This is an optimization exercise on Yosys and OpenROAD, whose aim is a short achievable clock period and few clock cycles per item, not a production implementation.
In this exercise RTL edits were held to simulation tests only and were not proved equivalent to the original.
Power is estimated from default activity; no workload was simulated.

==> flow/design.v <==
`timescale 1ns/10ps
module reg_rename_file
(
    input  logic        clk_in,
    input  logic        rst_in,
    input  logic [31:0] rd1_oh,
    input  logic [31:0] rd2_oh,
    output logic [31:0] rd1_value,
    output logic [31:0] rd2_value,
    input  logic        wr_en,
    input  logic [4:0]  wr_rd,
    input  logic [31:0] wr_value
);
    logic [31:0] reg_value [1:31];
    logic [31:1] reg_live;          
    always_comb
    begin
        rd1_value = '0;
        rd2_value = '0;
        for (int i = 1; i < 32; i++)
        begin
            rd1_value = rd1_value | ({32{rd1_oh[i] & reg_live[i]}} & reg_value[i]);
            rd2_value = rd2_value | ({32{rd2_oh[i] & reg_live[i]}} & reg_value[i]);
        end
    end
    always_ff @(posedge clk_in)
    begin
        if (rst_in)
        begin
            reg_live <= '0;
        end
        else
        begin
            for (int i = 1; i < 32; i++)
            begin
                if (wr_en && (wr_rd == 5'(i)))
                    reg_live[i] <= 1'b1;
            end
        end
    end
    always_ff @(posedge clk_in)
    begin
        for (int i = 1; i < 32; i++)
        begin
            if (wr_en && (wr_rd == 5'(i)))
                reg_value[i] <= wr_value;
        end
    end
endmodule
`timescale 1ns/10ps
module reorder_buffer
(
    input  logic        clk_in,
    input  logic        rst_in,
    input  logic        rdy_in,
    input  logic        in_valid,
    input  logic [4:0]  in_rd,
    output logic        pending,        
    output logic        commit_valid,
    output logic [4:0]  commit_rd
);
    assign commit_valid = pending & rdy_in;    
    always_ff @(posedge clk_in)
    begin
        if (rst_in)
            pending <= 1'b0;
        else if (rdy_in)
            pending <= in_valid;
    end
    always_ff @(posedge clk_in)
    begin
        if (rdy_in)
            commit_rd <= in_rd;
    end
endmodule
`timescale 1ns/10ps
module reservation_station
(
    input  logic        clk_in,
    input  logic        rdy_in,
    input  logic [9:0]  d_op_oh,    
    input  logic        fwd_a,      
    input  logic        fwd_b,
    input  logic [31:0] src_a,      
    input  logic [31:0] src_b,
    output logic [31:0] result,     
    output logic [31:0] a_q,        
    output logic [31:0] b_q
);
    logic [9:0]  op;                
    logic [31:0] a_n, b_n, result_n;
    logic [31:0] r_add, r_sub, r_sll, r_sr;
    logic [31:0] c_add, c_sub;
    logic [31:0] x_ab, o_ab, n_ab;
    logic        lt_any;
    logic        fill;
    logic [32:0] sr_wide;
    function automatic logic [31:0] ks_carry(input logic [31:0] x, input logic [31:0] y,
                                             input logic cin);
        logic [31:0] g, p, gn, pn;
        g = x & y;
        p = x | y;
        g[0] = g[0] | (p[0] & cin);
        for (int d = 1; d < 32; d = d * 2)
        begin
            gn = g;
            pn = p;
            for (int i = d; i < 32; i++)
            begin
                gn[i] = g[i] | (p[i] & g[i - d]);
                pn[i] = p[i] & p[i - d];
            end
            g = gn;
            p = pn;
        end
        ks_carry = {g[30:0], cin};
    endfunction
    assign x_ab  = a_q ^ b_q;
    assign o_ab  = a_q | b_q;
    assign n_ab  = a_q & b_q;
    assign c_add = ks_carry(a_q, b_q, 1'b0);
    assign c_sub = ks_carry(a_q, ~b_q, 1'b1);
    assign r_add = x_ab ^ c_add;
    assign r_sub = ~x_ab ^ c_sub;
    assign r_sll = a_q << b_q[4:0];
    assign fill  = op[7] & a_q[31];                         
    assign sr_wide = $signed({fill, a_q}) >>> b_q[4:0];
    assign r_sr  = sr_wide[31:0];
    assign lt_any = (op[3] | op[4]) &
                    (x_ab[31] ? (op[4] ? b_q[31] : a_q[31]) : r_sub[31]);
    function automatic logic [31:0] pick(input logic [9:0] g, input logic [31:0] other,
                                         input logic [31:0] add, input logic [31:0] sub,
                                         input logic [31:0] sll, input logic [31:0] sr,
                                         input logic [31:0] xo, input logic [31:0] oo,
                                         input logic [31:0] ao, input logic lt);
        pick = other
             | ({32{g[0]}} & add)
             | ({32{g[1]}} & sub)
             | ({32{g[2]}} & sll)
             | ({32{g[6] | g[7]}} & sr)
             | ({32{g[5]}} & xo)
             | ({32{g[8]}} & oo)
             | ({32{g[9]}} & ao)
             | {31'b0, lt};
    endfunction
    logic [9:0]  g_a, g_b, g_c;
    logic        go_a, go_b;
    logic [31:0] keep_a, keep_b, keep_c;
    logic [31:0] keep_an, keep_bn, keep_cn;    
    assign go_a   = fwd_a & rdy_in;
    assign go_b   = fwd_b & rdy_in;
    assign g_a    = op & {10{go_a}};
    assign g_b    = op & {10{go_b}};
    assign g_c    = op & {10{rdy_in}};
    assign keep_a = go_a ? '0 : (rdy_in ? src_a : ~a_n);
    assign keep_b = go_b ? '0 : (rdy_in ? src_b : ~b_n);
    assign keep_c = rdy_in ? '0 : ~result_n;
    assign keep_an = go_a ? '0 : (rdy_in ? src_a : a_q);
    assign keep_bn = go_b ? '0 : (rdy_in ? src_b : b_q);
    assign keep_cn = rdy_in ? '0 : result;
    logic [31:0] next_a, next_b, next_c;
    assign next_a = pick(g_a, keep_a, r_add, r_sub, r_sll, r_sr, x_ab, o_ab, n_ab, lt_any & go_a);
    assign next_b = pick(g_b, keep_b, r_add, r_sub, r_sll, r_sr, x_ab, o_ab, n_ab, lt_any & go_b);
    assign next_c = pick(g_c, keep_c, r_add, r_sub, r_sll, r_sr, x_ab, o_ab, n_ab, lt_any & rdy_in);
    always_ff @(posedge clk_in)
    begin
        a_q      <= next_a;
        a_n      <= ~pick(g_a, keep_an, r_add, r_sub, r_sll, r_sr, x_ab, o_ab, n_ab, lt_any & go_a);
        b_q      <= next_b;
        b_n      <= ~pick(g_b, keep_bn, r_add, r_sub, r_sll, r_sr, x_ab, o_ab, n_ab, lt_any & go_b);
        result   <= next_c;
        result_n <= ~pick(g_c, keep_cn, r_add, r_sub, r_sll, r_sr, x_ab, o_ab, n_ab, lt_any & rdy_in);
    end
    always_ff @(posedge clk_in)
    begin
        if (rdy_in)
            op <= d_op_oh;
    end
endmodule
`timescale 1ns/10ps
module dispatch_unit
(
    input  logic [3:0]  issue_op,
    input  logic [4:0]  issue_rs1,
    input  logic [4:0]  issue_rs2,
    input  logic        issue_use_imm,
    input  logic        ahead1_valid,   
    input  logic [4:0]  ahead1_rd,
    input  logic        ahead2_valid,   
    input  logic [4:0]  ahead2_rd,
    output logic [9:0]  op_oh,          
    output logic [31:0] rs1_oh,
    output logic [31:0] rs2_oh,
    output logic        fwd1_e,         
    output logic        fwd2_e,
    output logic        fwd1_c,         
    output logic        fwd2_c
);
    logic hit1_1, hit2_1, hit1_2, hit2_2;
    always_comb
    begin
        op_oh = '0;
        if (issue_op > 4'd9)
            op_oh[0] = 1'b1;            
        else
            op_oh[issue_op] = 1'b1;
        rs1_oh = '0;
        rs2_oh = '0;
        for (int i = 1; i < 32; i++)    
        begin
            rs1_oh[i] = (issue_rs1 == 5'(i));
            rs2_oh[i] = (issue_rs2 == 5'(i));
        end
    end
    assign hit1_1 = ahead1_valid && (ahead1_rd != '0) && (issue_rs1 == ahead1_rd);
    assign hit2_1 = ahead1_valid && (ahead1_rd != '0) && (issue_rs2 == ahead1_rd);
    assign hit1_2 = ahead2_valid && (ahead2_rd != '0) && (issue_rs1 == ahead2_rd);
    assign hit2_2 = ahead2_valid && (ahead2_rd != '0) && (issue_rs2 == ahead2_rd);
    assign fwd1_e = hit1_1;
    assign fwd2_e = hit2_1 && !issue_use_imm;
    assign fwd1_c = hit1_2 && !hit1_1;
    assign fwd2_c = hit2_2 && !hit2_1;
endmodule
`timescale 1ns/10ps
module ooo_core
(
    input  logic     clk_in,
    input  logic     rst_in,
    input  logic     rdy_in,         
    input  logic     issue_valid,
    input  logic     issue_use_imm,
    input  logic [3:0]  issue_op,
    input  logic [4:0] issue_rs1,
    input  logic [4:0] issue_rs2,
    input  logic [4:0] issue_rd,
    input  logic [31:0]    issue_imm,
    output logic     issue_ready,
    output logic     commit_valid,
    output logic [4:0] commit_rd,
    output logic [31:0]    commit_value
);
    logic        ready_q;           
    logic        d_valid;
    logic [9:0]  d_op_oh;           
    logic [4:0]  d_rd;
    logic [31:0] d_rs1_oh;          
    logic [31:0] d_rs2_oh;
    logic        d_fwd1_e;          
    logic        d_fwd2_e;
    logic        d_fwd1_c;          
    logic        d_fwd2_c;
    logic        d_use_imm;
    logic [31:0] d_imm;
    logic        e_valid;
    logic [4:0]  e_rd;
    logic        c_valid;
    logic [31:0] rd1_value, rd2_value;
    logic [31:0] src_a, src_b;
    logic [9:0]  issue_op_oh;
    logic [31:0] issue_rs1_oh, issue_rs2_oh;
    logic        issue_fwd1_e, issue_fwd2_e, issue_fwd1_c, issue_fwd2_c;
    assign issue_ready = ready_q;
    dispatch_unit u_dispatch (
        .issue_op, .issue_rs1, .issue_rs2, .issue_use_imm,
        .ahead1_valid(d_valid), .ahead1_rd(d_rd),
        .ahead2_valid(e_valid), .ahead2_rd(e_rd),
        .op_oh(issue_op_oh), .rs1_oh(issue_rs1_oh), .rs2_oh(issue_rs2_oh),
        .fwd1_e(issue_fwd1_e), .fwd2_e(issue_fwd2_e),
        .fwd1_c(issue_fwd1_c), .fwd2_c(issue_fwd2_c)
    );
    reg_rename_file u_regs (
        .clk_in, .rst_in,
        .rd1_oh(d_rs1_oh), .rd2_oh(d_rs2_oh),
        .rd1_value, .rd2_value,
        .wr_en(c_valid), .wr_rd(commit_rd), .wr_value(commit_value)
    );
    assign src_a = d_fwd1_c ? commit_value : rd1_value;
    assign src_b = d_use_imm ? d_imm : (d_fwd2_c ? commit_value : rd2_value);
    reservation_station u_alu (
        .clk_in, .rdy_in,
        .d_op_oh, .fwd_a(d_fwd1_e), .fwd_b(d_fwd2_e), .src_a, .src_b,
        .result(commit_value), .a_q(), .b_q()
    );
    reorder_buffer u_commit (
        .clk_in, .rst_in, .rdy_in,
        .in_valid(e_valid), .in_rd(e_rd),
        .pending(c_valid),
        .commit_valid, .commit_rd
    );
    always_ff @(posedge clk_in)
    begin
        if (rst_in)
        begin
            ready_q <= 1'b1;
            d_valid <= 1'b0;
            e_valid <= 1'b0;
        end
        else if (rdy_in)
        begin
            d_valid <= issue_valid;    
            e_valid <= d_valid;
        end
    end
    always_ff @(posedge clk_in)
    begin
        if (rdy_in)
        begin
            d_op_oh   <= issue_op_oh;
            d_rd      <= issue_rd;
            d_rs1_oh  <= issue_rs1_oh;
            d_rs2_oh  <= issue_rs2_oh;
            d_fwd1_e  <= issue_fwd1_e;
            d_fwd2_e  <= issue_fwd2_e;
            d_fwd1_c  <= issue_fwd1_c;
            d_fwd2_c  <= issue_fwd2_c;
            d_use_imm <= issue_use_imm;
            d_imm     <= issue_imm;
            e_rd      <= d_rd;
        end
    end
endmodule
==> flow/run.sh <==
#!/bin/bash
# synth_recipe.tcl (not shown) runs the flow's synth.tcl, then flattens the netlist and writes it again
# the make line also repeats each setting of config.mk as NAME=value (left out here)
make -C /OpenROAD-flow-scripts/flow DESIGN_CONFIG=/design/flow/config.mk WORK_HOME=/design/flow/orfs CLKGATE_MAP_FILE= SYNTH_SCRIPT=/design/flow/synth_recipe.tcl finish
==> flow/config.mk <==
export PLATFORM = sky130hd
export DESIGN_NAME = ooo_core
export DESIGN_NICKNAME = ooo_core
export VERILOG_FILES = /design/flow/design.v
export SDC_FILE = /design/flow/constraint.sdc
export NUM_CORES = 4
export LEC_CHECK = 0
export ABC_CLOCK_PERIOD_IN_PS = 2000
export CAP_MARGIN = 20
export CORE_MARGIN = 2
export CORE_UTILIZATION = 40
export SETUP_SLACK_MARGIN = 3.8
export SLEW_MARGIN = 20
==> flow/constraint.sdc <==
create_clock -name core_clock -period 7.0 [get_ports {clk_in}]
set_input_delay 1.4000 -clock core_clock [delete_from_list [all_inputs] [get_ports {clk_in}]]
set_output_delay 1.4000 -clock core_clock [all_outputs]
set_load 0.01 [all_outputs]
==> run notes, run 1 <==
The flow ran to the end and the layout has no timing, DRC or antenna violations. The clock root buffer is sky130_fd_sc_hd__clkbuf_16. Leaving out fill and tap cells, the most frequent cell in the layout is sky130_fd_sc_hd__edfxtp_1.

The post-synthesis instance total came out at 5102. The sink count of the clock tree came out at 1352. The maximum number of buffers from clock root to sink came out at 3. Entering global routing, the biggest net connects 79 pins. The final clock period utilization by the worst path is 0.510.

The largest clock skew in the final design came out at 0.0395 ns. The clock buffer count from CTS is 140. The yosys synthesis warning count is 6.

After detailed routing, the number of remaining DRC violations is 0. The number of pins with negative max-slew slack in the final report came out at 0. The critical path is of the reg2reg type. The overall routed net length came out at 316000 um.

The leakage power came out at 25.8 nW. The transition time of the tightest slew-check pin came out at 1.23 ns. The register area came out at 38500 sq um. The number of distinct standard cells referenced by the synthesized netlist is 89. The sort of element at the start of the critical path is a flip-flop. The worst-case IR drop observed on VDD is 306 uV. The detailed-router iteration count before antenna repair is 10. The number of hold-slack violations in the final timing report came out at 0. The die span in y is 402 um. The ratio of total power to cell area is 402 nW/um^2. After global routing, the most crowded layer is met2. The fmax is 280 MHz. The H-tree was split into 4 levels. The total overflow left after global routing is 0. At the worst endpoint, the arrival time is 4.23 ns. For this run, global-route usage on met3 was measured as 0.159. Among all flip-flop cells after synthesis, the most frequent one is sky130_fd_sc_hd__edfxtp_1. The required time at the endpoint of the critical path came out at 7.66 ns. The synthesis-stage register bit count is 1352. The tightest slew margin relative to the limit is 0.177.

The final routed wire length divided by cell count came out at 42.2 um. The length in cells of the worst reg-to-reg path is 13. The setup slack of the most critical reg-to-reg path is 3.43 ns.

The cell count of the worst hold path came out at 1. Setup repair after global routing could not meet its margin everywhere. The number of global-route vias before repair came to 52300. The worst hold path belongs to the class reg2reg. Of the cells placed in the final design, the portion with a size suffix greater than 1 is 0.215. For met2 alone, demand over resource in global routing was 0.550. In this run the tool buffered the top-level ports with 93 buffer cells.

The worst hold-check slack came out at 0.389 ns. The first global-routing pass estimated 425000 um of wire. Summed over all nets, the half-perimeter wirelength after detailed placement is 176000 um.

TritonCTS built the clock tree. The area added between synthesis and finish came out at 21.5%. The total routing resource utilization after global routing came out at 0.377. Summing over every cut layer, the via total after detailed routing is 55900.

The placeable core region came out at 158000 sq um. The detailed router's first-iteration violation count is 11800. The sum of internal, switching and leakage power is 0.0310 W. The worst setup path endpoint is u_alu.b_q[20]. The detail-routed via count per cell came out at 7.47. The synthesized net count came out at 5291. The clock slew seen by the registers of the worst setup and hold paths came out at 0.07 ns. The effective utilization at floorplan is 0.402. The clock latency reported for the late side of the worst-skew pair came out at 0.80 ns. In the layout the commonest cells are sky130_fd_sc_hd__edfxtp_1, sky130_fd_sc_hd__a22oi_1, sky130_fd_sc_hd__a221oi_1. The fraction of synthesis flops using an asynchronous set or reset pin came out at 0. In this run the critical register-to-register path is launched from u_alu.a_q[0]. A synthesized cell averages 12.4 sq um. The layout has 13700 filler cells. 95 I/O pins were placed. The setup violation total in the final timing report is 0.

In this run, synthesis inferred 1126 flip-flops with an integrated enable. The total die area is 162000 sq um. The maximum fanout count along the critical path came out at 6.

The initial antenna violation count is 11. After the last flow step, the layout net total stands at 5487. The width of the die came out at 402 um. The area of the mapped netlist came out at 63400 sq um. The global-route met1 utilization is 0.450. The post-route minimum period came out at 3.57 ns. The worst setup path is captured at a flip-flop. The multi-input combinational cells in the finished layout cover a total of 25700 sq um. The global placer's final weighted congestion came out at 0.992. The antenna violation net count after detailed routing came out at 0. The floorplan has 146 rows. The setup TNS is 0 ns. The sequential cell area fraction in the yosys report is 0.604. The destination of the worst register-to-register timing path is u_alu.b_q[20].

The max capacitance violation total is 0. The start point of the critical path is u_alu.a_q[0].
metal layers:
metal | vias up | wire (um)
met5 | - | 284
met1 | 27200 | 105000
met2 | 5959 | 131000
met3 | 1795 | 51400
met4 | 14 | 28300
li1 | 21000 | -
report_power, final:
group / total [W] / internal, W / leakage (nW) / switching (W)
clock network: 0.00770 / 0.00436 / 2.27 / 0.00334
logic: 0.0126 / 0.00526 / 11.6 / 0.00737
registers: 0.0106 / 0.00994 / 12.0 / 0.000696
total: 0.0310 / 0.0196 / 25.8 / 0.0114
logic make-up (layout without fill, tap and decap cells):
group,Yosys count,in the layout,synth area share
AO/OA/AOI/OAI,1817,1817,0.217
XOR/XNOR,23,23,0.00318
adder cells (fa/ha/maj),133,133,0.0265
buffers and inverters,549,857,0.0338
flip-flops,1352,1352,0.604
multiplexers,122,122,0.0306
other,1,8,0.0000591
AND/OR/NAND/NOR,1105,1105,0.0849
how the worst min path moves through the flow:
stage | startpoint | end | slack [ns]
3_5_place_dp | u_alu.b_n[1] | u_alu.b_q[1] | 0.39
6_report | u_alu.b_n[7] | u_alu.b_q[7] | 0.39
3_3_place_gp | u_alu.b_n[3] | u_alu.b_q[3] | 0.38
4_1_cts | u_alu.b_n[10] | u_alu.b_q[10] | 0.39
5_1_grt | u_alu.a_n[6] | u_alu.a_q[6] | 0.41
2_1_floorplan | u_alu.b_n[1] | u_alu.b_q[1] | 0.38
layout make-up:
cell class,instances,area share
repair inverters,1,0.0000650
diodes,7,0.000227
multi-input cells,3201,0.334
repair buffers,474,0.0657
clock inverters,84,0.0117
flip-flops and latches,1352,0.499
clock buffers,170,0.0486
inverters,128,0.00671
well taps,2072,0.0336
cells in the mapped netlist (all sizes together), types with 11 or more instances:
master	number	share of area
a2111oi	11	0.0022
a211o	22	0.0030
a211oi	20	0.0024
a21boi	29	0.0034
a21o	25	0.0030
a21oi	233	0.019
a221o	14	0.0022
a221oi	341	0.047
a22o	308	0.043
a22oi	370	0.044
a31oi	22	0.0022
and2	79	0.0078
buf	69	0.0054
clkbuf	352	0.021
dfxtp	226	0.071
edfxtp	1126	0.53
ha	131	0.026
inv	126	0.0075
mux2	14	0.0025
mux2i	52	0.0082
mux4	56	0.020
nand2	161	0.0095
nand2b	32	0.0032
nand3	111	0.0088
nand4	130	0.013
nor2	360	0.021
nor2b	29	0.0029
nor3	114	0.0090
nor4	23	0.0024
o2111ai	16	0.0022
o211ai	33	0.0039
o21ai	180	0.014
o21bai	49	0.0058
o22ai	13	0.0013
o32ai	37	0.0051
or2	14	0.0014
or3	17	0.0018
xor2	13	0.0018
state kept, by name (all words and copies together), names as in the netlist, 5 cells and up:
signal and count:
u_alu.a_n 32, d_rd 5, u_regs.reg_value 992, d_imm 32
u_alu.result 32, u_alu.op 10, e_rd 5, d_rs2_oh 31
u_alu.b_n 32, d_rs1_oh 31, d_op_oh 10, u_alu.b_q 32
u_alu.a_q 32, u_alu.result_n 32, u_regs.reg_live 31, u_commit.commit_rd 5
metrics by stage:
stage	worst slack [ns]	instances	util	area, sq um
after floorplan	3.33	5102	-	63700
after global placement	2.37	7018	0.425	67100
after detailed placement	2.39	7021	0.425	67100
after CTS	3.40	7405	0.477	75300
after global routing	3.37	7482	0.488	77000
final	3.43	7489	0.488	77100
critical path, stage by stage (launching register included):
cell	delay (ns)
sky130_fd_sc_hd__dfxtp_4	0.38
sky130_fd_sc_hd__buf_6	0.13
sky130_fd_sc_hd__ha_4	0.16
sky130_fd_sc_hd__fa_2	0.40
sky130_fd_sc_hd__nand2b_4	0.10
sky130_fd_sc_hd__a221oi_4	0.08
sky130_fd_sc_hd__o211ai_1	0.19
sky130_fd_sc_hd__buf_4	0.20
sky130_fd_sc_hd__a31oi_4	0.09
sky130_fd_sc_hd__or2_1	0.27
sky130_fd_sc_hd__a211o_1	0.31
sky130_fd_sc_hd__a221o_1	0.31
sky130_fd_sc_hd__a2111o_1	0.51
sky130_fd_sc_hd__a211o_1	0.31
repair_timing:
| action | in CTS | in global routing |
|---|---|---|
| pin swaps | 94 | 100 |
| gates resized for setup | 532 | 279 |
| hold buffers | 0 | 0 |
| setup endpoints to repair | 228 | 170 |
| gates cloned | 17 | 1 |
| buffers inserted | 113 | 76 |
Testbench counts, summed over its fixed seeds: cycles 4,824, items 4,800.
==> run 2: changes to the inputs <==
--- a/flow/design.v
+++ b/flow/design.v
@@ -95,11 +95,11 @@
     logic        lt_any;
     logic        fill;
     logic [32:0] sr_wide;
-    function automatic logic [31:0] ks_carry(input logic [31:0] x, input logic [31:0] y,
+    function automatic logic [31:0] ks_carry(input logic [31:0] g_in, input logic [31:0] t_in,
                                              input logic cin);
         logic [31:0] g, p, gn, pn;
-        g = x & y;
-        p = x | y;
+        g = g_in;
+        p = t_in;
         g[0] = g[0] | (p[0] & cin);
         for (int d = 1; d < 32; d = d * 2)
         begin
@@ -118,11 +118,11 @@
     assign x_ab  = a_q ^ b_q;
     assign o_ab  = a_q | b_q;
     assign n_ab  = a_q & b_q;
-    assign c_add = ks_carry(a_q, b_q, 1'b0);
-    assign c_sub = ks_carry(a_q, ~b_q, 1'b1);
+    assign c_add = ks_carry(~a_n & ~b_n, ~a_n | ~b_n, 1'b0);
+    assign c_sub = ks_carry(~a_n & b_n, ~a_n | b_n, 1'b1);
     assign r_add = x_ab ^ c_add;
     assign r_sub = ~x_ab ^ c_sub;
-    assign r_sll = a_q << b_q[4:0];
+    assign r_sll = a_q << ~b_n[4:0];
     assign fill  = op[7] & a_q[31];                         
     assign sr_wide = $signed({fill, a_q}) >>> b_q[4:0];
     assign r_sr  = sr_wide[31:0];
==> run notes, run 2 <==
Leading post-synthesis cells by instance count: sky130_fd_sc_hd__edfxtp_1, sky130_fd_sc_hd__a22oi_1, sky130_fd_sc_hd__clkbuf_1 (was sky130_fd_sc_hd__edfxtp_1, sky130_fd_sc_hd__a22oi_1, sky130_fd_sc_hd__nor2_1). The setup violation total in the final timing report is 0 (unchanged). The multi-input gate area in the final layout is 23600 sq um (was 25700 sq um). The post-synthesis instance total is 5004 (was 5102). The maximum fanout count along the critical path is 23 (was 6).

The register name with the most flops is u_regs.reg_value (unchanged). The synthesized-area fraction occupied by ao, oa, aoi and oai cells came to 0.218 (was 0.217). The leakage power is 24.6 nW (was 25.8 nW). The synthesized area per cell came to 12.5 sq um (was 12.4 sq um).

The total die area is 159000 sq um (was 162000 sq um). The sequential cell area fraction in the yosys report came to 0.615 (was 0.604). The number of cell rows is 144 (was 146). The die span in y is 399 um (was 402 um). Most area-consuming cells after synthesis: sky130_fd_sc_hd__edfxtp_1, sky130_fd_sc_hd__dfxtp_1, sky130_fd_sc_hd__a22oi_1 (was sky130_fd_sc_hd__edfxtp_1, sky130_fd_sc_hd__dfxtp_1, sky130_fd_sc_hd__a221oi_1).

The detailed-router iteration count before antenna repair came out at 8 (was 10). The I/O pin total is 95 (unchanged). The fraction of layout instances using a drive strength above 1 is 0.177 (was 0.215). The cell taking the most area after synthesis is sky130_fd_sc_hd__edfxtp_1 (unchanged). The area fraction of the dominant cell type after synthesis came out at 0.542 (was 0.533). The width of the die is 399 um (was 402 um). The placeable core region was 154000 sq um (was 158000 sq um). The largest net degree at the start of global routing is 83 (was 79). The net total in the final layout is 5218 (was 5487). The area of the mapped netlist is 62400 sq um (was 63400 sq um). The synthesized net count is 5129 (was 5291). The number of distinct standard cells referenced by the synthesized netlist came out at 92 (was 89). The XOR/XNOR share of the synthesized area is 0.00421 (was 0.00318). The effective utilization at floorplan is 0.404 (was 0.402). The simple-gate portion of the synthesized area is 0.0782 (was 0.0849).

The synthesis-stage register bit count came out at 1352 (unchanged). The arrival time of data at the critical path endpoint came out at 4.07 ns (was 4.23 ns). The deepest level of the CTS H-tree was 4 (unchanged). The commonest non-fill, non-tap cell in the layout is sky130_fd_sc_hd__edfxtp_1 (unchanged). The library cell with the highest instance count after synthesis is sky130_fd_sc_hd__edfxtp_1 (unchanged).

The final routed wire length divided by cell count is 40.7 um (was 42.2 um). The global placer's final weighted congestion came out at 0.962 (was 0.992). The register area is 38400 sq um (was 38500 sq um). The worst voltage drop across the vdd grid is 272 uV (was 306 uV). The count of flip-flops with a built-in enable after synthesis came out at 1126 (unchanged).

The via count is 53900 (was 55900). The fmax is 294 MHz (was 280 MHz). The detailed router's first-iteration violation count is 11600 (was 11800).

The worst min-delay path class was reg2reg (unchanged). The sort of element at the start of the critical path is a flip-flop (unchanged). The clock root buffer is sky130_fd_sc_hd__clkbuf_16 (unchanged). The transition time of the tightest slew-check pin came out at 1.23 ns (about the same).

The required time at the endpoint of the critical path is 7.67 ns (was 7.66 ns). The overall routed net length was 296000 um (was 316000 um). The multiplexer fraction of the synthesized cell area was 0.0288 (was 0.0306). The post-route minimum period is 3.40 ns (was 3.57 ns).

Unrepaired setup endpoints after global routing: true (unchanged). The main combinational cell family by area after synthesis was compound AO/OA/AOI/OAI gates (unchanged). The area added between synthesis and finish came out at 18.4% (was 21.5%). The clock buffer count from CTS came to 144 (was 140). The fraction of synthesis flops using an asynchronous set or reset pin was 0 (unchanged). The number of port buffers came out at 93 (unchanged). The number of global-route vias before repair came out at 50200 (was 52300). The flip-flop count of the largest register, all copies and words added came to 992 (unchanged). Outcome: no timing/DRC/antenna violations (unchanged). The total half-perimeter wirelength after legalization and detailed placement is 161000 um (was 176000 um). The setup TNS came out at 0 ns (unchanged). The adder-cell share of the synthesized area is 0.0213 (was 0.0265). The total routing resource utilization after global routing came out at 0.360 (was 0.377).

The yosys synthesis warning count came out at 6 (unchanged). The antenna violation net count after detailed routing came to 0 (unchanged). The clock tree from TritonCTS was done (unchanged).

The kind of capture point of the worst setup path is a flip-flop (unchanged). The detail-routed via count per cell was 7.41 (was 7.47). The tightest slew margin relative to the limit is 0.178 (was 0.177). The max capacitance violation total is 0 (unchanged). Commonest cells after routing, fill and taps aside: sky130_fd_sc_hd__edfxtp_1, sky130_fd_sc_hd__a22oi_1, sky130_fd_sc_hd__a221oi_1 (unchanged). The maximum number of buffers from clock root to sink was 3 (unchanged). The count of placed standard cells including taps came to 6887 (was 7021). The largest clock skew in the final design came to 0.0527 ns (was 0.0395 ns).

The final clock period utilization by the worst path came to 0.486 (was 0.510). The critical path class is reg2reg (unchanged). The post-layout instance count excluding filler cells came out at 7264 (was 7489). The clock slew seen by the registers of the worst setup and hold paths is 0.07 ns (about the same). The residual overflow from global routing came to 0 (unchanged). The residual DRC count is 0 (unchanged). The number of pins with negative max-slew slack in the final report came out at 0 (unchanged).

The sink count of the clock tree came out at 1352 (unchanged). The initial antenna violation count came out at 12 (was 11). The number of hold-slack violations in the final timing report was 0 (unchanged). The final-layout fill cell count came out at 13500 (was 13700). The cts-stage hold buffer count came out at 0 (unchanged). The global-route wire length before repair is 399000 um (was 425000 um). The ratio of total power to cell area is 389 nW/um^2 (was 402 nW/um^2). The main flop type after synthesis is sky130_fd_sc_hd__edfxtp_1 (unchanged).

The clock latency reported for the late side of the worst-skew pair was 0.82 ns (was 0.80 ns).
==> run 2: changes by cell type after synthesis, moves of 21 or more <==
| cell | delta |
|---|---|
| sky130_fd_sc_hd__maj3_1 | +36 |
| sky130_fd_sc_hd__a221oi_1 | -31 |
| sky130_fd_sc_hd__a22oi_1 | +56 |
| sky130_fd_sc_hd__ha_1 | -62 |
| sky130_fd_sc_hd__o21bai_1 | -21 |
| sky130_fd_sc_hd__a22o_1 | -21 |
| sky130_fd_sc_hd__nor2_1 | -71 |
| sky130_fd_sc_hd__nand2_1 | +30 |
| sky130_fd_sc_hd__nor3_1 | -32 |
==> run 2: path summary, 6_finish.rpt <==
check	to	slack, ns	depth (start not counted)	from
hold reg to reg	u_alu.result[27]	0.40	1	u_alu.result_n[27]
hold / removal	u_alu.result[27]	0.40	1	u_alu.result_n[27]
setup / recovery	u_alu.b_q[29]	3.60	9	d_rs2_oh[23]
setup reg to reg	u_alu.b_q[29]	3.60	9	d_rs2_oh[23]
==> run 2: kinds of logic after synthesis <==
kind of cell    count (synthesis)
compound gates               1818
simple gates                 1003
mux                           127
flops                        1352
other cells                     1
fa+ha+maj                     114
buf+inv                       559
xor+xnor                       30
==> run 2: stage by stage <==
stage / instance area, sq um / power, W / setup WS (ns) / utilization / hold slack [ns]
global placement: 65900 / 0.0183 / 2.66 / 0.427 / 0.387
floorplan: 62400 / 0.0157 / 3.49 / - / 0.384
global route: 73800 / 0.0296 / 3.51 / 0.478 / 0.407
finish: 73800 / 0.0287 / 3.60 / 0.478 / 0.399
detailed placement: 65900 / 0.0184 / 2.60 / 0.427 / 0.394
CTS: 73000 / 0.0278 / 3.64 / 0.473 / 0.399
==> run 2: where the power goes <==
part	switching, W	internal, W	leakage, nW
combinational	0.00572	0.00406	10.3
clock	0.00345	0.00458	2.38
sequential	0.00102	0.00988	11.9
total	0.0102	0.0185	24.6
==> run 2: per-layer routing <==
layer	wire length, um	up-vias	GRT usage
li1	-	20400	-
met1	101000	26200	0.452
met2	121000	5711	0.516
met3	50600	1546	0.154
met4	22800	14	0.208
met5	391	-	0.0106
==> run 2: area by class of cell <==
class | count | area share
Tap cell | 2044 | 0.0346
Timing Repair Buffer | 372 | 0.0516
Antenna cell | 7 | 0.000237
Inverter | 129 | 0.00683
Sequential cell | 1352 | 0.521
Clock inverter | 74 | 0.0136
Timing Repair inverter | 1 | 0.000119
Multi-Input combinational cell | 3093 | 0.319
Clock buffer | 192 | 0.0534
==> run 2: what timing repair did <==
action,CTS,global route
gates resized for setup,353,165
setup buffers,65,26
gates cloned,13,0
pin swaps,58,59
endpoints found under the setup margin,245,167
==> run 2: worst max-delay path, stage by stage (launching register included) <==
cell and delay [ns]:
sky130_fd_sc_hd__edfxtp_1 0.36, sky130_fd_sc_hd__and2_2 0.41, sky130_fd_sc_hd__buf_6 0.36, sky130_fd_sc_hd__a22o_1 0.24
sky130_fd_sc_hd__a221oi_1 0.25, sky130_fd_sc_hd__nand4_1 0.21, sky130_fd_sc_hd__o32ai_4 0.61, sky130_fd_sc_hd__o21ai_1 0.29
sky130_fd_sc_hd__a22o_1 0.31, sky130_fd_sc_hd__a21o_1 0.16
Testbench counts of run 2, summed over its fixed seeds: cycles 4,824, items 4,800.
==> run 3: changes to the inputs <==
--- a/flow/design.v
+++ b/flow/design.v
@@ -88,13 +88,9 @@
     output logic [31:0] b_q
 );
     logic [9:0]  op;                
-    logic [31:0] a_n, b_n, result_n;
-    logic [31:0] r_add, r_sub, r_sll, r_sr;
-    logic [31:0] c_add, c_sub;
-    logic [31:0] x_ab, o_ab, n_ab;
-    logic        lt_any;
-    logic        fill;
-    logic [32:0] sr_wide;
+    logic [31:0] a_n, b_n, a_s, result_n;
+    logic [3:0]  sl_lo, sr_lo_n;    
+    logic [7:0]  sl_hi, sr_hi_n;
     function automatic logic [31:0] ks_carry(input logic [31:0] g_in, input logic [31:0] t_in,
                                              input logic cin);
         logic [31:0] g, p, gn, pn;
@@ -115,6 +111,14 @@
         end
         ks_carry = {g[30:0], cin};
     endfunction
+    logic [31:0] r_add, r_sub, r_sll, r_sr;
+    logic [31:0] c_add, c_sub;
+    logic [31:0] x_ab, o_ab, n_ab;
+    logic [3:0]  sr_lo;
+    logic [7:0]  sr_hi;
+    logic [31:0] sl_t, sr_t;
+    logic        lt_any;
+    logic        fill;
     assign x_ab  = a_q ^ b_q;
     assign o_ab  = a_q | b_q;
     assign n_ab  = a_q & b_q;
@@ -122,12 +126,36 @@
     assign c_sub = ks_carry(~a_n & b_n, ~a_n | b_n, 1'b1);
     assign r_add = x_ab ^ c_add;
     assign r_sub = ~x_ab ^ c_sub;
-    assign r_sll = a_q << ~b_n[4:0];
-    assign fill  = op[7] & a_q[31];                         
-    assign sr_wide = $signed({fill, a_q}) >>> b_q[4:0];
-    assign r_sr  = sr_wide[31:0];
     assign lt_any = (op[3] | op[4]) &
                     (x_ab[31] ? (op[4] ? b_q[31] : a_q[31]) : r_sub[31]);
+    assign fill  = op[7] & a_s[31];                         
+    assign sr_lo = ~sr_lo_n;
+    assign sr_hi = ~sr_hi_n;
+    always_comb
+    begin
+        for (int i = 0; i < 32; i++)
+        begin
+            sl_t[i] = 1'b0;
+            sr_t[i] = 1'b0;
+            for (int k = 0; k < 4; k++)
+            begin
+                if (i - k >= 0)
+                    sl_t[i] = sl_t[i] | (sl_lo[k] & a_s[i - k]);
+                sr_t[i] = sr_t[i] | (sr_lo[k] & ((i + k < 32) ? a_s[i + k] : fill));
+            end
+        end
+        for (int i = 0; i < 32; i++)
+        begin
+            r_sll[i] = 1'b0;
+            r_sr[i]  = 1'b0;
+            for (int k = 0; k < 8; k++)
+            begin
+                if (i - 4 * k >= 0)
+                    r_sll[i] = r_sll[i] | (sl_hi[k] & sl_t[i - 4 * k]);
+                r_sr[i] = r_sr[i] | (sr_hi[k] & ((i + 4 * k < 32) ? sr_t[i + 4 * k] : fill));
+            end
+        end
+    end
     function automatic logic [31:0] pick(input logic [9:0] g, input logic [31:0] other,
                                          input logic [31:0] add, input logic [31:0] sub,
                                          input logic [31:0] sll, input logic [31:0] sr,
@@ -143,33 +171,55 @@
              | ({32{g[9]}} & ao)
              | {31'b0, lt};
     endfunction
+    function automatic logic [3:0] dec2(input logic [1:0] v);
+        dec2 = 4'b0001 << v;
+    endfunction
+    function automatic logic [7:0] dec3(input logic [2:0] v);
+        dec3 = 8'b0000_0001 << v;
+    endfunction
     logic [9:0]  g_a, g_b, g_c;
     logic        go_a, go_b;
+    logic        lt_a, lt_b, lt_c;
     logic [31:0] keep_a, keep_b, keep_c;
-    logic [31:0] keep_an, keep_bn, keep_cn;    
+    logic [31:0] keep_an, keep_bn, keep_cn, keep_as;
+    logic [31:0] next_a, next_b, next_c;
+    logic [4:0]  next_b_nolt;       
+    logic [3:0]  lo_next;
+    logic [7:0]  hi_next;
     assign go_a   = fwd_a & rdy_in;
     assign go_b   = fwd_b & rdy_in;
     assign g_a    = op & {10{go_a}};
     assign g_b    = op & {10{go_b}};
     assign g_c    = op & {10{rdy_in}};
-    assign keep_a = go_a ? '0 : (rdy_in ? src_a : ~a_n);
-    assign keep_b = go_b ? '0 : (rdy_in ? src_b : ~b_n);
-    assign keep_c = rdy_in ? '0 : ~result_n;
+    assign lt_a   = lt_any & go_a;
+    assign lt_b   = lt_any & go_b;
+    assign lt_c   = lt_any & rdy_in;
+    assign keep_a  = go_a ? '0 : (rdy_in ? src_a : ~a_n);
     assign keep_an = go_a ? '0 : (rdy_in ? src_a : a_q);
+    assign keep_as = go_a ? '0 : (rdy_in ? src_a : a_q);
+    assign keep_b  = go_b ? '0 : (rdy_in ? src_b : ~b_n);
     assign keep_bn = go_b ? '0 : (rdy_in ? src_b : b_q);
+    assign keep_c  = rdy_in ? '0 : ~result_n;
     assign keep_cn = rdy_in ? '0 : result;
-    logic [31:0] next_a, next_b, next_c;
-    assign next_a = pick(g_a, keep_a, r_add, r_sub, r_sll, r_sr, x_ab, o_ab, n_ab, lt_any & go_a);
-    assign next_b = pick(g_b, keep_b, r_add, r_sub, r_sll, r_sr, x_ab, o_ab, n_ab, lt_any & go_b);
-    assign next_c = pick(g_c, keep_c, r_add, r_sub, r_sll, r_sr, x_ab, o_ab, n_ab, lt_any & rdy_in);
+    assign next_a = pick(g_a, keep_a, r_add, r_sub, r_sll, r_sr, x_ab, o_ab, n_ab, lt_a);
+    assign next_b = pick(g_b, keep_b, r_add, r_sub, r_sll, r_sr, x_ab, o_ab, n_ab, lt_b);
+    assign next_c = pick(g_c, keep_c, r_add, r_sub, r_sll, r_sr, x_ab, o_ab, n_ab, lt_c);
+    assign next_b_nolt = pick(g_b, keep_b, r_add, r_sub, r_sll, r_sr, x_ab, o_ab, n_ab, 1'b0) & 5'h1f;
+    assign lo_next = (dec2(next_b_nolt[1:0]) & {3'b111, !lt_b}) | {2'b00, lt_b, 1'b0};
+    assign hi_next = dec3(next_b_nolt[4:2]);
     always_ff @(posedge clk_in)
     begin
         a_q      <= next_a;
-        a_n      <= ~pick(g_a, keep_an, r_add, r_sub, r_sll, r_sr, x_ab, o_ab, n_ab, lt_any & go_a);
+        a_n      <= ~pick(g_a, keep_an, r_add, r_sub, r_sll, r_sr, x_ab, o_ab, n_ab, lt_a);
+        a_s      <= pick(g_a, keep_as, r_add, r_sub, r_sll, r_sr, x_ab, o_ab, n_ab, lt_a);
         b_q      <= next_b;
-        b_n      <= ~pick(g_b, keep_bn, r_add, r_sub, r_sll, r_sr, x_ab, o_ab, n_ab, lt_any & go_b);
+        b_n      <= ~pick(g_b, keep_bn, r_add, r_sub, r_sll, r_sr, x_ab, o_ab, n_ab, lt_b);
+        sl_lo    <= lo_next;
+        sl_hi    <= hi_next;
+        sr_lo_n  <= ~lo_next;
+        sr_hi_n  <= ~hi_next;
         result   <= next_c;
-        result_n <= ~pick(g_c, keep_cn, r_add, r_sub, r_sll, r_sr, x_ab, o_ab, n_ab, lt_any & rdy_in);
+        result_n <= ~pick(g_c, keep_cn, r_add, r_sub, r_sll, r_sr, x_ab, o_ab, n_ab, lt_c);
     end
     always_ff @(posedge clk_in)
     begin
==> run notes, run 3 <==
Most area-consuming cells after synthesis: sky130_fd_sc_hd__edfxtp_1, sky130_fd_sc_hd__dfxtp_1, sky130_fd_sc_hd__a22oi_1 (unchanged). The register area is 39600 sq um (was 38400 sq um). The yosys synthesis warning count is 6 (unchanged). The clock tree from TritonCTS is done (unchanged). The setup TNS came out at 0 ns (unchanged). The residual DRC count is 0 (unchanged). Cells traversed along the worst timing path: buf_4 -> buf_4 -> a21oi_1 -> nand4_1 -> o32ai_4 -> o21ai_0 -> a22oi_2 -> a21boi_0 (was and2_2 -> buf_6 -> a22o_1 -> a221oi_1 -> nand4_1 -> o32ai_4 -> o21ai_1 -> a22o_1 -> a21o_1).

The arrival time of data at the critical path endpoint came out at 3.94 ns (was 4.07 ns). The synthesis-stage register bit count is 1408 (was 1352). The number of port buffers came out at 93 (unchanged). The transition time of the tightest slew-check pin came out at 1.21 ns (was 1.23 ns). The die span in y came out at 405 um (was 399 um). The sort of element at the start of the critical path is a flip-flop (unchanged). Outcome: no timing/DRC/antenna violations (unchanged). The overall routed net length came out at 308000 um (was 296000 um). The worst voltage drop across the vdd grid came out at 261 uV (was 272 uV). The synthesized area per cell came out at 12.1 sq um (was 12.5 sq um).

The library cell with the highest instance count after synthesis is sky130_fd_sc_hd__edfxtp_1 (unchanged). The leakage power is 25.2 nW (was 24.6 nW). The flip-flop count of the largest register, all copies and words added is 992 (unchanged). The clock slew seen by the registers of the worst setup and hold paths came out at 0.07 ns (about the same). The clock buffer count from CTS came out at 147 (was 144).

The area fraction of the dominant cell type after synthesis came out at 0.524 (was 0.542). The final-layout fill cell count was 14200 (was 13500). The net total in the final layout is 5537 (was 5218).

The maximum cell stage delay along the critical path is 0.86 ns (was 0.61 ns). The count of flip-flops with a built-in enable after synthesis is 1126 (unchanged). The total half-perimeter wirelength after legalization and detailed placement is 175000 um (was 161000 um). The clock root buffer was sky130_fd_sc_hd__clkbuf_16 (unchanged). The register name with the most flops is u_regs.reg_value (unchanged).

The detail-routed via count per cell is 7.37 (was 7.41). Leading post-synthesis cells by instance count: sky130_fd_sc_hd__edfxtp_1, sky130_fd_sc_hd__a22oi_1, sky130_fd_sc_hd__clkbuf_1 (unchanged). The detailed router's first-iteration violation count came out at 12100 (was 11600). The largest net degree at the start of global routing came out at 124 (was 83).

The post-synthesis instance total was 5330 (was 5004). Commonest cells after routing, fill and taps aside: sky130_fd_sc_hd__edfxtp_1, sky130_fd_sc_hd__a22oi_1, sky130_fd_sc_hd__a221oi_1 (unchanged). The main flop type after synthesis is sky130_fd_sc_hd__edfxtp_1 (unchanged). The fraction of synthesis flops using an asynchronous set or reset pin is 0 (unchanged). The total die area is 164000 sq um (was 159000 sq um). The detailed-router iteration count before antenna repair is 8 (unchanged). The deepest level of the CTS H-tree is 4 (unchanged).

The sink count of the clock tree came out at 1408 (was 1352). The fraction of layout instances using a drive strength above 1 is 0.167 (was 0.177). The clock latency reported for the late side of the worst-skew pair is 0.81 ns (was 0.82 ns). The multi-input gate area in the final layout is 24500 sq um (was 23600 sq um). The library cell contributing the largest single delay on the critical path is sky130_fd_sc_hd__edfxtp_1 (was sky130_fd_sc_hd__o32ai_4). The I/O pin total is 95 (unchanged).

The final routed wire length divided by cell count came out at 40.0 um (was 40.7 um). The synthesized net count is 5455 (was 5129). The number of pins with negative max-slew slack in the final report was 0 (unchanged). The kind of capture point of the worst setup path is a flip-flop (unchanged). The width of the die is 405 um (was 399 um). The global placer's final weighted congestion is 0.998 (was 0.962). The critical path class is reg2reg (unchanged). The largest clock skew in the final design came to 0.0393 ns (was 0.0527 ns). The worst hold-check slack came out at 0.390 ns (was 0.399 ns). The number of hold-slack violations in the final timing report is 0 (unchanged). The cell taking the most area after synthesis is sky130_fd_sc_hd__edfxtp_1 (unchanged). The required time at the endpoint of the critical path is 7.61 ns (was 7.67 ns). The post-route minimum period was 3.33 ns (was 3.40 ns). The antenna violation net count after detailed routing is 0 (unchanged). Unrepaired setup endpoints after global routing: true (unchanged). The max capacitance violation total was 0 (unchanged). The tightest slew margin relative to the limit was 0.193 (was 0.178). The worst min-delay path class was reg2reg (unchanged).

The placeable core region came to 160000 sq um (was 154000 sq um). The commonest non-fill, non-tap cell in the layout was sky130_fd_sc_hd__edfxtp_1 (unchanged). The number of global-route vias before repair is 52500 (was 50200). The global-route wire length before repair is 417000 um (was 399000 um). The cts-stage hold buffer count is 0 (unchanged). The ratio of total power to cell area came out at 406 nW/um^2 (was 389 nW/um^2). The final clock period utilization by the worst path came out at 0.476 (was 0.486). The most used cell along the critical path is sky130_fd_sc_hd__buf_4 (was sky130_fd_sc_hd__a22o_1). The maximum fanout count along the critical path came out at 16 (was 23).

The number of cell rows came to 147 (was 144). The residual overflow from global routing came out at 0 (unchanged). The initial antenna violation count came out at 11 (was 12). The effective utilization at floorplan is 0.402 (was 0.404). The setup violation total in the final timing report is 0 (unchanged). The maximum number of buffers from clock root to sink is 3 (unchanged). The total routing resource utilization after global routing is 0.362 (was 0.360). The area of the mapped netlist is 64500 sq um (was 62400 sq um).

The sum of internal, switching and leakage power was 0.0309 W (was 0.0287 W). The fmax is 300 MHz (was 294 MHz). The via count came out at 56700 (was 53900). The sequential cell area fraction in the yosys report was 0.612 (was 0.615). The number of distinct standard cells referenced by the synthesized netlist is 104 (was 92). The area added between synthesis and finish came out at 18.1% (was 18.4%).
==> run 3: cell types whose count changed in the layout (fill, tap and decap cells not counted), moves of 15 or more <==
cell,previous run,this run
sky130_fd_sc_hd__o21ai_0,159,184
sky130_fd_sc_hd__mux2i_1,65,5
sky130_fd_sc_hd__a22oi_1,423,537
sky130_fd_sc_hd__mux4_2,40,0
sky130_fd_sc_hd__nor2_1,252,267
sky130_fd_sc_hd__and2_4,23,41
sky130_fd_sc_hd__mux2_2,15,0
sky130_fd_sc_hd__inv_1,120,142
sky130_fd_sc_hd__and2_1,12,31
sky130_fd_sc_hd__nor2b_1,24,46
sky130_fd_sc_hd__and2_2,43,22
sky130_fd_sc_hd__dfxtp_1,186,218
sky130_fd_sc_hd__o22ai_1,24,74
==> run 3: through the flow <==
stage / std cells / cell area, sq um / setup slack (ns) / util
after floorplan: 5330 / 64600 / 3.33 / -
after global placement: 7313 / 68100 / 2.53 / 0.424
after detailed placement: 7314 / 68100 / 2.43 / 0.425
after CTS: 7634 / 74900 / 3.76 / 0.467
after global routing: 7694 / 76200 / 3.71 / 0.475
final: 7698 / 76200 / 3.67 / 0.475
==> run 3: final cells by class <==
| type | count | area share |
|---|---|---|
| antenna | 4 | 0.000131 |
| clock inverter | 86 | 0.0132 |
| multi-input combinational | 3329 | 0.322 |
| sequential | 1408 | 0.520 |
| inverter | 152 | 0.00780 |
| clock buffer | 185 | 0.0530 |
| tap | 2160 | 0.0355 |
| timing repair buffer | 374 | 0.0482 |
==> run 3: report_power, final <==
part,leakage (nW),switching [W],internal (W),total [W]
Clock,2.44,0.00355,0.00473,0.00828
Sequential,12.4,0.00143,0.0105,0.0119
Combinational,10.3,0.00666,0.00402,0.0107
==> run 3: logic make-up after synthesis <==
logic type                 count (synthesis)  synth area share
AOI/OAI and AO/OA                       2058             0.240
and+or+nand+nor                         1112            0.0860
muxes                                      6          0.000932
buffers and inverters                    595            0.0356
adders and majority gates                117            0.0209
other                                      1         0.0000582
xor gates and xnor gates                  33           0.00448
DFF                                     1408             0.612
==> run 3: routing by layer <==
metal,share of wire,global-route usage,vias to the layer above
met5,0.00049,0.00387,-
met3,0.16,0.143,1717
met1,0.34,0.445,27400
li1,-,-,21700
met2,0.41,0.521,5880
met4,0.086,0.246,15
==> run 3: worst paths after layout <==
path | startpoint | cells after the start | endpoint | slack [ns]
setup / recovery | d_fwd2_c | 8 | u_alu.b_n[11] | 3.67
hold / removal | u_alu.result_n[28] | 1 | u_alu.result[28] | 0.39
setup reg to reg | d_fwd2_c | 8 | u_alu.b_n[11] | 3.67
hold reg to reg | u_alu.result_n[28] | 1 | u_alu.result[28] | 0.39
==> run 3: worst max-delay path: cells and delay by family (launching register included) <==
kind / cells / cell delay [ns]
flip-flops: 1 / 0.86
AND/OR/NAND/NOR: 1 / 0.15
AO/OA/AOI/OAI: 5 / 1.15
buffers and inverters: 2 / 0.95
==> run 3: timing repair <==
| action | 4_1_cts | 5_1_grt |
|---|---|---|
| gates resized for setup | 354 | 212 |
| setup endpoints to repair | 285 | 204 |
| pin swaps | 34 | 52 |
| setup buffers | 45 | 58 |
| gates cloned | 4 | 2 |
Testbench counts of run 3, summed over its fixed seeds: cycles 4,824, items 4,800.
==> run 4: changes to the inputs <==
--- a/flow/config.mk
+++ b/flow/config.mk
@@ -9,5 +9,5 @@
 export CAP_MARGIN = 20
 export CORE_MARGIN = 2
 export CORE_UTILIZATION = 40
-export SETUP_SLACK_MARGIN = 3.8
+export SETUP_SLACK_MARGIN = 4.3
 export SLEW_MARGIN = 20
==> run notes, run 4 <==
The fraction of met2 tracks used by global routing is 0.564 (was 0.521). The clock tree from TritonCTS is done (unchanged). The most used routing layer in global routing is met2 (unchanged).

The setup TNS is 0 ns (unchanged). The synthesized net count is 5455 (unchanged). The library cell with the highest instance count after synthesis is sky130_fd_sc_hd__edfxtp_1 (unchanged). Unrepaired setup endpoints after global routing: true (unchanged).

Outcome: no timing/DRC/antenna violations (unchanged). The global-route wire length before repair is 458000 um (was 417000 um). The flip-flop count of the largest register, all copies and words added is 992 (unchanged). The detailed-router iteration count before antenna repair came to 17 (was 8).

The largest clock skew in the final design is 0.0568 ns (was 0.0393 ns). The maximum cell stage delay along the critical path was 0.14 ns (was 0.86 ns). The cell taking the most area after synthesis is sky130_fd_sc_hd__edfxtp_1 (unchanged). The global-route met1 utilization came to 0.465 (was 0.445).

The cell depth of the worst setup path is 3 (was 8). The library cell contributing the largest single delay on the critical path is sky130_fd_sc_hd__and2_4 (was sky130_fd_sc_hd__edfxtp_1). The sort of element at the start of the critical path is an input port (was flip-flop). Most area-consuming cells after synthesis: sky130_fd_sc_hd__edfxtp_1, sky130_fd_sc_hd__dfxtp_1, sky130_fd_sc_hd__a22oi_1 (unchanged). The yosys synthesis warning count came out at 6 (unchanged). The deepest level of the CTS H-tree came to 4 (unchanged).

The residual overflow from global routing is 0 (unchanged). The register name with the most flops was u_regs.reg_value (unchanged). The length in cells of the worst reg-to-reg path is 10 (was 8). The transition time of the tightest slew-check pin came out at 1.16 ns (was 1.21 ns). The critical path class is in2out (was reg2reg). The number of hold-slack violations in the final timing report was 0 (unchanged). The count of placed standard cells including taps was 7321 (was 7314).

The via count came out at 60500 (was 56700). The count of flip-flops with a built-in enable after synthesis is 1126 (unchanged). The global routing met3 resource utilization came out at 0.222 (was 0.143).

The sequential cell area fraction in the yosys report is 0.612 (unchanged). The ratio of total power to cell area is 425 nW/um^2 (was 406 nW/um^2). The synthesis-stage register bit count came to 1408 (unchanged).

The synthesized area per cell came out at 12.1 sq um (unchanged). The effective utilization at floorplan is 0.402 (unchanged). The fraction of synthesis flops using an asynchronous set or reset pin is 0 (unchanged). The kind of capture point of the worst setup path is a primary output (was flip-flop). The antenna violation net count after detailed routing came out at 0 (unchanged).

The total die area is 164000 sq um (unchanged). The final routed wire length divided by cell count came out at 42.6 um (was 40.0 um). The setup violation total in the final timing report is 0 (unchanged).

The fraction of layout instances using a drive strength above 1 was 0.283 (was 0.167). The total half-perimeter wirelength after legalization and detailed placement came out at 179000 um (was 175000 um). The number of cell rows is 147 (unchanged). The worst min-delay path class is reg2reg (unchanged). The overall routed net length is 344000 um (was 308000 um). The post-synthesis instance total is 5330 (unchanged). The number of pins with negative max-slew slack in the final report is 0 (unchanged).

The detail-routed via count per cell is 7.49 (was 7.37). The commonest non-fill, non-tap cell in the layout is sky130_fd_sc_hd__edfxtp_1 (unchanged). The tightest slew margin relative to the limit came out at 0.223 (was 0.193). Leading post-synthesis cells by instance count: sky130_fd_sc_hd__edfxtp_1, sky130_fd_sc_hd__a22oi_1, sky130_fd_sc_hd__clkbuf_1 (unchanged).

The clock slew seen by the registers of the worst setup and hold paths is 0.06 ns (was 0.07 ns). The detailed router's first-iteration violation count is 12500 (was 12100). The global placer's final weighted congestion came out at 0.975 (was 0.998). The maximum number of buffers from clock root to sink was 3 (unchanged). The post-layout instance count excluding filler cells came out at 8080 (was 7698). The cell count of the worst hold path came out at 1 (unchanged). The area fraction of the dominant cell type after synthesis was 0.524 (unchanged). The arrival time of data at the critical path endpoint is 1.76 ns (was 3.94 ns). The required time at the endpoint of the critical path came out at 5.60 ns (was 7.61 ns). Cells traversed along the worst timing path: buf_16 -> and2_4 -> buf_6 (was buf_4 -> buf_4 -> a21oi_1 -> nand4_1 -> o32ai_4 -> o21ai_0 -> a22oi_2 -> a21boi_0). The placeable core region was 160000 sq um (unchanged). The die span in y came out at 405 um (unchanged).

The buffering stage count on the worst path with inverters included was 2 (unchanged). The cts-stage hold buffer count came out at 0 (unchanged). The clock buffer count from CTS came out at 152 (was 147). The largest net degree at the start of global routing is 80 (was 124). The width of the die is 405 um (unchanged).

The fmax came out at 317 MHz (was 300 MHz). The total routing resource utilization after global routing came out at 0.404 (was 0.362). The post-route minimum period is 3.16 ns (was 3.33 ns).

The net total in the final layout came out at 5900 (was 5537). The clock latency reported for the late side of the worst-skew pair came out at 0.83 ns (was 0.81 ns). The residual DRC count came out at 0 (unchanged).

The area added between synthesis and finish came out at 29.5% (was 18.1%). The max capacitance violation total came out at 0 (unchanged). Commonest cells after routing, fill and taps aside: sky130_fd_sc_hd__edfxtp_1, sky130_fd_sc_hd__a22oi_1, sky130_fd_sc_hd__buf_4 (was sky130_fd_sc_hd__edfxtp_1, sky130_fd_sc_hd__a22oi_1, sky130_fd_sc_hd__a221oi_1). The sink count of the clock tree came out at 1408 (unchanged).

The initial antenna violation count is 34 (was 11). The I/O pin total is 95 (unchanged). The clock root buffer was sky130_fd_sc_hd__clkbuf_16 (unchanged).

The number of port buffers is 93 (unchanged). The main flop type after synthesis is sky130_fd_sc_hd__edfxtp_1 (unchanged). The worst voltage drop across the vdd grid came out at 260 uV (was 261 uV).

The maximum fanout count along the critical path is 3 (was 16). The number of global-route vias before repair is 55900 (was 52500). The final clock period utilization by the worst path came out at 0.451 (was 0.476).

The area of the mapped netlist came to 64500 sq um (unchanged). The leakage power came out at 28.6 nW (was 25.2 nW). The number of distinct standard cells referenced by the synthesized netlist is 104 (unchanged). The gate family responsible for the most delay along the worst path is buffers and inverters (was compound AO/OA/AOI/OAI gates).
run 4: cell counts after synthesis:
Identical to the previous run, type by type.
run 4: final cells by class:
type | instances | area (sq um)
diodes | 20 | 50.0
clock buffers | 201 | 4170
clock inverters | 78 | 956
fillers | 13600 | 76900
inverters | 152 | 604
multi-input cells | 3335 | 26800
flip-flops and latches | 1408 | 39800
well taps | 2160 | 2700
repair buffers | 726 | 8490
run 4: report_power, final:
part	internal (W)	leakage (nW)	switching (W)
clock	0.00477	2.50	0.00360
combinational	0.00659	13.6	0.00849
sequential	0.0106	12.4	0.00146
run 4: metal layers:
metal,wire (um),share of wire
met1,111000,0.32
met2,136000,0.40
met3,62400,0.18
met4,33800,0.098
met5,755,0.0022
run 4: path summary, 6_finish.rpt:
check / endpoint / from / slack (ns)
max: commit_valid / rdy_in / 3.84
min: u_alu.result[5] / u_alu.result_n[5] / 0.37
max reg2reg: u_alu.a_s[30] / u_alu.a_n[10] / 3.88
min reg2reg: u_alu.result[5] / u_alu.result_n[5] / 0.37
run 4: repair_timing:
action | CTS | global route
setup endpoints to repair | 535 | 450
pin swaps | 226 | 167
gates cloned | 48 | 1
setup buffers | 327 | 84
gates resized for setup | 1186 | 285
run 4: logic make-up after synthesis:
logic type               after synthesis  synth area share
buffers and inverters                595            0.0356
other                                  1         0.0000582
adder cells (fa/ha/maj)              117            0.0209
XOR/XNOR                              33           0.00448
AND/OR/NAND/NOR                     1112            0.0860
flip-flops                          1408             0.612
multiplexers                           6          0.000932
AO/OA/AOI/OAI                       2058             0.240
run 4: per-stage QoR:
step	utilization	hold slack, ns	power (W)	cell area, sq um	setup WS, ns
final	0.521	0.372	0.0355	83500	3.84
after global routing	0.520	0.380	0.0365	83500	3.79
after CTS	0.508	0.368	0.0334	81500	3.84
after detailed placement	0.426	0.389	0.0207	68300	2.72
after global placement	0.426	0.385	0.0207	68300	2.73
after floorplan	-	0.381	0.0173	64900	3.33
run 4: worst register-to-register path: stages, from the launching register on:
cell and delay, ns:
sky130_fd_sc_hd__dfxtp_4 0.36, sky130_fd_sc_hd__nor2b_4 0.13, sky130_fd_sc_hd__nand4b_1 0.24, sky130_fd_sc_hd__or3_4 0.50
sky130_fd_sc_hd__or4_4 0.49, sky130_fd_sc_hd__and3_4 0.21, sky130_fd_sc_hd__a21oi_4 0.16, sky130_fd_sc_hd__a211o_2 0.15
sky130_fd_sc_hd__a21oi_2 0.06, sky130_fd_sc_hd__a211o_4 0.41, sky130_fd_sc_hd__a211o_1 0.27

==> port drivers added, routing unchanged <==
How much do the figures lean on ideal ports? The routed layouts below were timed once more, with nothing changed but the port constraints.
Step 1 (the two cells are an assumption about what drives the block):
set clk [get_ports {clk_in}]
set_driving_cell -lib_cell sky130_fd_sc_hd__clkbuf_16 $clk
set_driving_cell -lib_cell sky130_fd_sc_hd__buf_2 [delete_from_list [all_inputs] $clk]
Step 2 adds t to the input delays and takes it off the output delays; t is the mean of the earliest and latest rising clock arrival at the registers after step 1. Input paths then give back, and output paths get back, about the clock's delay inside the block.
Three values: ideal, step 1, step 2; two values: the first two.
run | t, ns | setup slack, ns | worst setup path at the end | worst slew at a driven data input, ns
run 1 | 0.877 | 3.433 / 3.433 / 2.696 | input to register | 0.19
run 2 | 0.873 | 3.600 / 3.459 / 2.703 | input to register | 0.34
run 3 | 0.878 | 3.671 / 3.671 / 2.946 | input to register | 0.20
run 4 | 0.891 | 3.841 / 3.734 / 2.988 | input to register | 0.16
After both steps every run listed still meets setup and hold. For run 2, which loses most, drivers alone change the setup slack by -0.141 ns; drivers and shift together by -0.897 ns.
